Context: an optimization exercise on an open-source flow, tuned for small area. The choices shown serve that exercise and are no tape-out recipe.
Only simulation tests tie the RTL to the original design; equivalence was not proved.
Power and IR drop assume default switching activity.

==> 07-22 <==
==> flow/design.v <==
`default_nettype none
package cpuPkg;
    localparam int regAddrWidth = 5;
    typedef enum logic [2:0] {
        opAdd = 3'd0,    
        opSub = 3'd1,    
        opAnd = 3'd2,
        opOr  = 3'd3,
        opXor = 3'd4,
        opSlt = 3'd5,    
        opSll = 3'd6,    
        opSrl = 3'd7     
    } aluOp;
endpackage
`default_nettype wire
`default_nettype none
package ctrlPkg;
    typedef enum logic [1:0] {
        fwdReg = 2'd0,   
        fwdWb  = 2'd1,   
        fwdMem = 2'd2    
    } fwdSel;
    typedef enum logic {srcAlu = 1'b0, srcMem = 1'b1} resultSrc;
endpackage
`default_nettype wire
`timescale 1ns/1ps
`default_nettype none
module execCore #(
    parameter int dataWidth = 18,
    parameter int pcWidth   = 9,
    parameter int memDepth  = 32
) (
    input  logic                            clk,
    input  logic                            rst,
    input  logic                            regWriteE,
    input  logic                            memWriteE,
    input  ctrlPkg::resultSrc               resultSrcE,
    input  logic                            aluSrcE,
    input  logic                            branchE,
    input  logic                            jumpE,
    input  logic                            flushE,
    input  cpuPkg::aluOp                    aluCtrlE,
    input  logic [dataWidth-1:0]            rd1E,
    input  logic [dataWidth-1:0]            rd2E,
    input  logic [dataWidth-1:0]            immE,
    input  logic [pcWidth-1:0]              pcE,
    input  logic [cpuPkg::regAddrWidth-1:0] rs1E,
    input  logic [cpuPkg::regAddrWidth-1:0] rs2E,
    input  logic [cpuPkg::regAddrWidth-1:0] rdE,
    output logic                            pcSrcE,
    output logic [pcWidth-1:0]              pcTargetE,
    output logic [dataWidth-1:0]            resultW,
    output logic [cpuPkg::regAddrWidth-1:0] rdW,
    output logic                            regWriteW
);
    localparam int addrWidth = $clog2(memDepth);
    localparam int levels    = $clog2(dataWidth);
    logic                            regWriteM;
    logic                            memWriteM;
    logic                            memHoldM;     
    ctrlPkg::resultSrc               resultSrcM;
    logic [cpuPkg::regAddrWidth-1:0] rdM;
    logic                            mValid;       
    logic [dataWidth-1:0]            aluResultM;
    logic [dataWidth-1:0]            writeDataM;
    logic memLive, wbLive;
    logic fwdAMem, fwdAWb, fwdBMem, fwdBWb;
    assign memLive = regWriteM && (rdM != '0);
    assign wbLive  = regWriteW && (rdW != '0);
    assign fwdAMem = memLive && (rdM == rs1E);
    assign fwdAWb  = !fwdAMem && wbLive && (rdW == rs1E);
    assign fwdBMem = memLive && (rdM == rs2E);
    assign fwdBWb  = !fwdBMem && wbLive && (rdW == rs2E);
    logic [dataWidth-1:0] srcA;
    logic [dataWidth-1:0] srcBFwd;   
    logic [dataWidth-1:0] srcB;
    assign srcA    = fwdAMem ? aluResultM : (fwdAWb ? resultW : rd1E);
    assign srcBFwd = fwdBMem ? aluResultM : (fwdBWb ? resultW : rd2E);
    assign srcB    = aluSrcE ? immE : srcBFwd;
    logic                 subtract;
    logic                 isSum;
    logic                 isSlt;
    logic [dataWidth-1:0] bAdd;
    logic [dataWidth-1:0] gen;           
    logic [dataWidth-1:0] prop;          
    logic [dataWidth-1:0] half;          
    logic [dataWidth-1:0] carryIn;
    logic [dataWidth-1:0] sum;
    logic                 lessThan;
    logic [3:0]           shamt;
    logic [dataWidth-1:0] shiftIn;
    logic [dataWidth-1:0] shifted;
    logic [dataWidth-1:0] otherResult;   
    logic [dataWidth-1:0] aluResultE;
    logic                 sumZero;
    logic                 zeroE;
    assign isSum    = (aluCtrlE == cpuPkg::opAdd) || (aluCtrlE == cpuPkg::opSub);
    assign isSlt    = (aluCtrlE == cpuPkg::opSlt);
    assign subtract = aluCtrlE[0] & ~aluCtrlE[1];    
    assign bAdd = srcB ^ {dataWidth{subtract}};
    assign gen  = srcA & bAdd;
    assign prop = srcA | bAdd;
    assign half = srcA ^ bAdd;
    logic [dataWidth-1:0] grpG [levels+1];
    logic [dataWidth-1:0] grpP [levels+1];
    always_comb begin
        grpG[0] = gen;
        grpP[0] = prop;
        grpG[0][0] = gen[0] | (prop[0] & subtract);
        for (int l = 1; l <= levels; l++) begin
            for (int i = 0; i < dataWidth; i++) begin
                if (i >= (1 << (l-1))) begin
                    grpG[l][i] = grpG[l-1][i] | (grpP[l-1][i] & grpG[l-1][i - (1 << (l-1))]);
                    grpP[l][i] = grpP[l-1][i] & grpP[l-1][i - (1 << (l-1))];
                end else begin
                    grpG[l][i] = grpG[l-1][i];
                    grpP[l][i] = grpP[l-1][i];
                end
            end
        end
        carryIn = {grpG[levels][dataWidth-2:0], subtract};
    end
    assign sum = half ^ carryIn;
    assign lessThan = (srcA[dataWidth-1] ^ srcB[dataWidth-1]) ? srcA[dataWidth-1] : sum[dataWidth-1];
    assign shamt = srcB[3:0];                     
    always_comb begin
        for (int i = 0; i < dataWidth; i++)
            shiftIn[i] = aluCtrlE[0] ? srcA[dataWidth-1-i] : srcA[i];
    end
    assign shifted = shiftIn << shamt;
    always_comb begin
        case (aluCtrlE)
            cpuPkg::opAnd: otherResult = gen;
            cpuPkg::opOr:  otherResult = prop;
            cpuPkg::opXor: otherResult = half;
            cpuPkg::opSll: otherResult = shifted;
            cpuPkg::opSrl: begin
                for (int i = 0; i < dataWidth; i++) otherResult[i] = shifted[dataWidth-1-i];
            end
            default: otherResult = '0;
        endcase
    end
    always_comb begin
        if (isSum)      aluResultE = sum;
        else if (isSlt) aluResultE = {{(dataWidth-1){1'b0}}, lessThan};
        else            aluResultE = otherResult;
    end
    assign sumZero = (half == {prop[dataWidth-2:0], subtract});
    always_comb begin
        if (isSum)      zeroE = sumZero;
        else if (isSlt) zeroE = ~lessThan;
        else            zeroE = (otherResult == '0);
    end
    assign pcSrcE    = (zeroE & branchE) | jumpE;
    assign pcTargetE = pcE + immE[pcWidth-1:0];   
    always_ff @(posedge clk or negedge rst) begin
        if (!rst) begin
            regWriteM  <= 1'b0;
            memWriteM  <= 1'b0;
            memHoldM   <= 1'b1;
            resultSrcM <= ctrlPkg::srcAlu;
            rdM        <= '0;
            mValid     <= 1'b0;
        end else begin
            regWriteM  <= regWriteE & ~flushE;
            memWriteM  <= memWriteE & ~flushE;
            memHoldM   <= ~(memWriteE & ~flushE);
            resultSrcM <= resultSrcE;
            rdM        <= rdE;
            mValid     <= 1'b1;
        end
    end
    always_ff @(posedge clk) begin
        aluResultM <= aluResultE;
        writeDataM <= srcBFwd;   
    end
    logic [dataWidth-1:0] mem [memDepth];
    logic                 memValid;
    logic [addrWidth-1:0] addrM;
    logic [memDepth-1:0]  wordSel;
    logic [memDepth-1:0]  wordWe;
    logic [memDepth-1:0]  wordHold;
    logic [dataWidth-1:0] memNext [memDepth];
    assign addrM = aluResultM[addrWidth-1:0];   
    always_comb begin
        for (int i = 0; i < memDepth; i++) begin
            wordSel[i]  = (addrM == i[addrWidth-1:0]);
            wordWe[i]   = memWriteM & wordSel[i];
            wordHold[i] = memHoldM | (memValid & ~wordSel[i]);
            memNext[i]  = (mem[i] & {dataWidth{wordHold[i]}}) | (writeDataM & {dataWidth{wordWe[i]}});
        end
    end
    always_ff @(posedge clk) begin
        for (int i = 0; i < memDepth; i++) mem[i] <= memNext[i];
    end
    always_ff @(posedge clk or negedge rst) begin
        if (!rst) memValid <= 1'b0;
        else      memValid <= memValid | memWriteM;
    end
    localparam int nTerms  = memDepth + 1;
    localparam int nGroups = nTerms / 3;
    logic [dataWidth-1:0] termVal [nTerms];
    logic [nTerms-1:0]    termSel;
    logic [dataWidth-1:0] groupN [nGroups];    
    logic [dataWidth-1:0] resultM;
    always_comb begin
        for (int i = 0; i < memDepth; i++) begin
            termVal[i] = mem[i];
            termSel[i] = wordSel[i] & memValid & resultSrcM;
        end
        termVal[memDepth] = aluResultM;
        termSel[memDepth] = mValid & ~resultSrcM;
    end
    for (genvar k = 0; k < nGroups; k++) begin : gRead
        for (genvar j = 0; j < dataWidth; j++) begin : gBit
            aoi222 term (
                .a0(termVal[3*k][j]),   .s0(termSel[3*k]),
                .a1(termVal[3*k+1][j]), .s1(termSel[3*k+1]),
                .a2(termVal[3*k+2][j]), .s2(termSel[3*k+2]),
                .y (groupN[k][j])
            );
        end
    end
    always_comb begin
        for (int j = 0; j < dataWidth; j++) begin
            resultM[j] = 1'b0;
            for (int k = 0; k < nGroups; k++) resultM[j] = resultM[j] | ~groupN[k][j];
        end
    end
    always_ff @(posedge clk or negedge rst) begin
        if (!rst) begin
            regWriteW <= 1'b0;
            rdW       <= '0;
            resultW   <= '0;
        end else begin
            regWriteW <= regWriteM;
            rdW       <= rdM;
            resultW   <= resultM;
        end
    end
endmodule
module aoi222 (
    input  logic a0, s0, a1, s1, a2, s2,
    output logic y
);
    assign y = ~((a0 & s0) | (a1 & s1) | (a2 & s2));
endmodule
`default_nettype wire
==> flow/flow/run.sh <==
#!/bin/bash
# Standard synthesis, then the standard layout with the smallest buffer on
# each port, a clock tree of clkbuf_8 leaves over larger sink clusters without
# dummy loads.
# Each call's full output goes to its own log here.
set -euo pipefail
bash standard.sh synth > synth.log 2>&1
bash standard.sh \
  "BUFFER_PORTS_ARGS=-buffer_cell sky130_fd_sc_hd__buf_1" \
  "CTS_ARGS=-sink_clustering_enable -repair_clock_nets -dont_use_dummy_load -buf_list sky130_fd_sc_hd__clkbuf_8 -root_buf sky130_fd_sc_hd__clkbuf_16 -sink_clustering_size 16 -sink_clustering_max_diameter 60" \
  finish > layout.log 2>&1
==> flow/standard.sh <==
#!/bin/bash
# synth_recipe.tcl (not shown) runs the flow's synth.tcl, then flattens the netlist and writes it again
# the make line also repeats each setting of config.mk as NAME=value (left out here)
make -C /OpenROAD-flow-scripts/flow DESIGN_CONFIG=/design/flow/config.mk WORK_HOME=/design/flow/orfs CLKGATE_MAP_FILE= SYNTH_SCRIPT=/design/flow/synth_recipe.tcl "${@:-finish}"
==> flow/config.mk <==
export PLATFORM = sky130hd
export DESIGN_NAME = execCore
export DESIGN_NICKNAME = execCore
export VERILOG_FILES = /design/flow/design.v
export SDC_FILE = /design/flow/constraint.sdc
export NUM_CORES = 4
export LEC_CHECK = 0
export CAP_MARGIN = 15
export CORE_MARGIN = 2
export CORE_UTILIZATION = 50
export SLEW_MARGIN = 15
export SYNTH_HIERARCHICAL = 1
==> flow/constraint.sdc <==
create_clock -name core_clock -period 9.3 [get_ports {clk}]
set_input_delay 1.8600 -clock core_clock [delete_from_list [all_inputs] [get_ports {clk}]]
set_output_delay 1.8600 -clock core_clock [all_outputs]
set_load 0.01 [all_outputs]
==> 07-05: changes against 07-22 <==
Settings changed: CAP_MARGIN 15 to 20, SLEW_MARGIN 15 to 20.
==> metrics.yaml <==
finish:
  clkCellAreaFrac_pct: 2.57
  ff_latch_area_um2: 13100
  diodes: 1
global_routing:
  use_met1_pct: 50.6
  grtUsageMet2_pct: 53.6
  antenna_found_initial: 1
  grt_pass1_vias: 22700
detailed_routing:
  wirelength_um: 105000
  drt_first_pass_iters: 10
  detail_route.wl_per_cell_um: 32.3
sta:
  relSlewSlack_pct: 17.2
  setup_slack_ns: 0.664
power:
  switching_power_mw: 2.31
  pwr-share-seq_pct: 58.2
  powerClk_mw: 1.43
  peakVddDrop_mv: 0.149
outcome:
  outcome: "finished clean"
placement:
  dp_hpwl_um: 69900
Source of the figures above: 07-22

==> metrics.yaml <==
power:
  powerClk_mw: 1.45
  pwr-share-seq_pct: 58.1
  p_leak_nw: 11.4
  peakVddDrop_mv: 0.161
global_routing:
  use_met1_pct: 50.5
  antenna_found_initial: 2
  grtUsageMet2_pct: 54.0
sta:
  setup_slack_ns: 0.564
  relSlewSlack_pct: 33.6
  setup_tns_ns: 0
finish:
  diodes: 0
  top_register: "mem"
  clkCellAreaFrac_pct: 2.62
  ff_latch_area_um2: 13100
setup_path:
  end_kind: "output pin"
detailed_routing:
  wirelength_um: 106000
  drt_first_pass_iters: 13
placement:
  dp_hpwl_um: 70000
outcome:
  outcome: "finished clean"
clock_network:
  cts_tree: "done"
Source of the figures above: 07-05

==> what the ideal ports hide <==
Ports are ideal in the flow. The routed layouts listed here were re-timed in OpenROAD.
Step 1 sets driving cells, clkbuf_16 on the clock port and buf_2 on the other inputs (assumed; they add their load-dependent delay and slew).
Step 2 adds t to the input delays and takes it off the output delays; t is the mean of the earliest and latest rising clock arrival at the registers after step 1. Input paths then give back, and output paths get back, about the clock's delay inside the block.
Three values: ideal ports, drivers, drivers and shift; two values: the first two.
run | shift t [ns] | slack for setup (ns) | clock arrival spread, ns | worst slew at a driven data input, ns
07-22 | 0.614 | 0.664 / 0.632 / 0.632 | 0.080 / 0.080 | 0.06
07-05 | 0.617 | 0.564 / 0.536 / 0.536 | 0.083 / 0.083 | 0.06
After both steps setup and hold are still met in every run listed. For 07-22, which loses most, drivers alone change the setup slack by -0.032 ns; drivers and shift together by -0.032 ns.
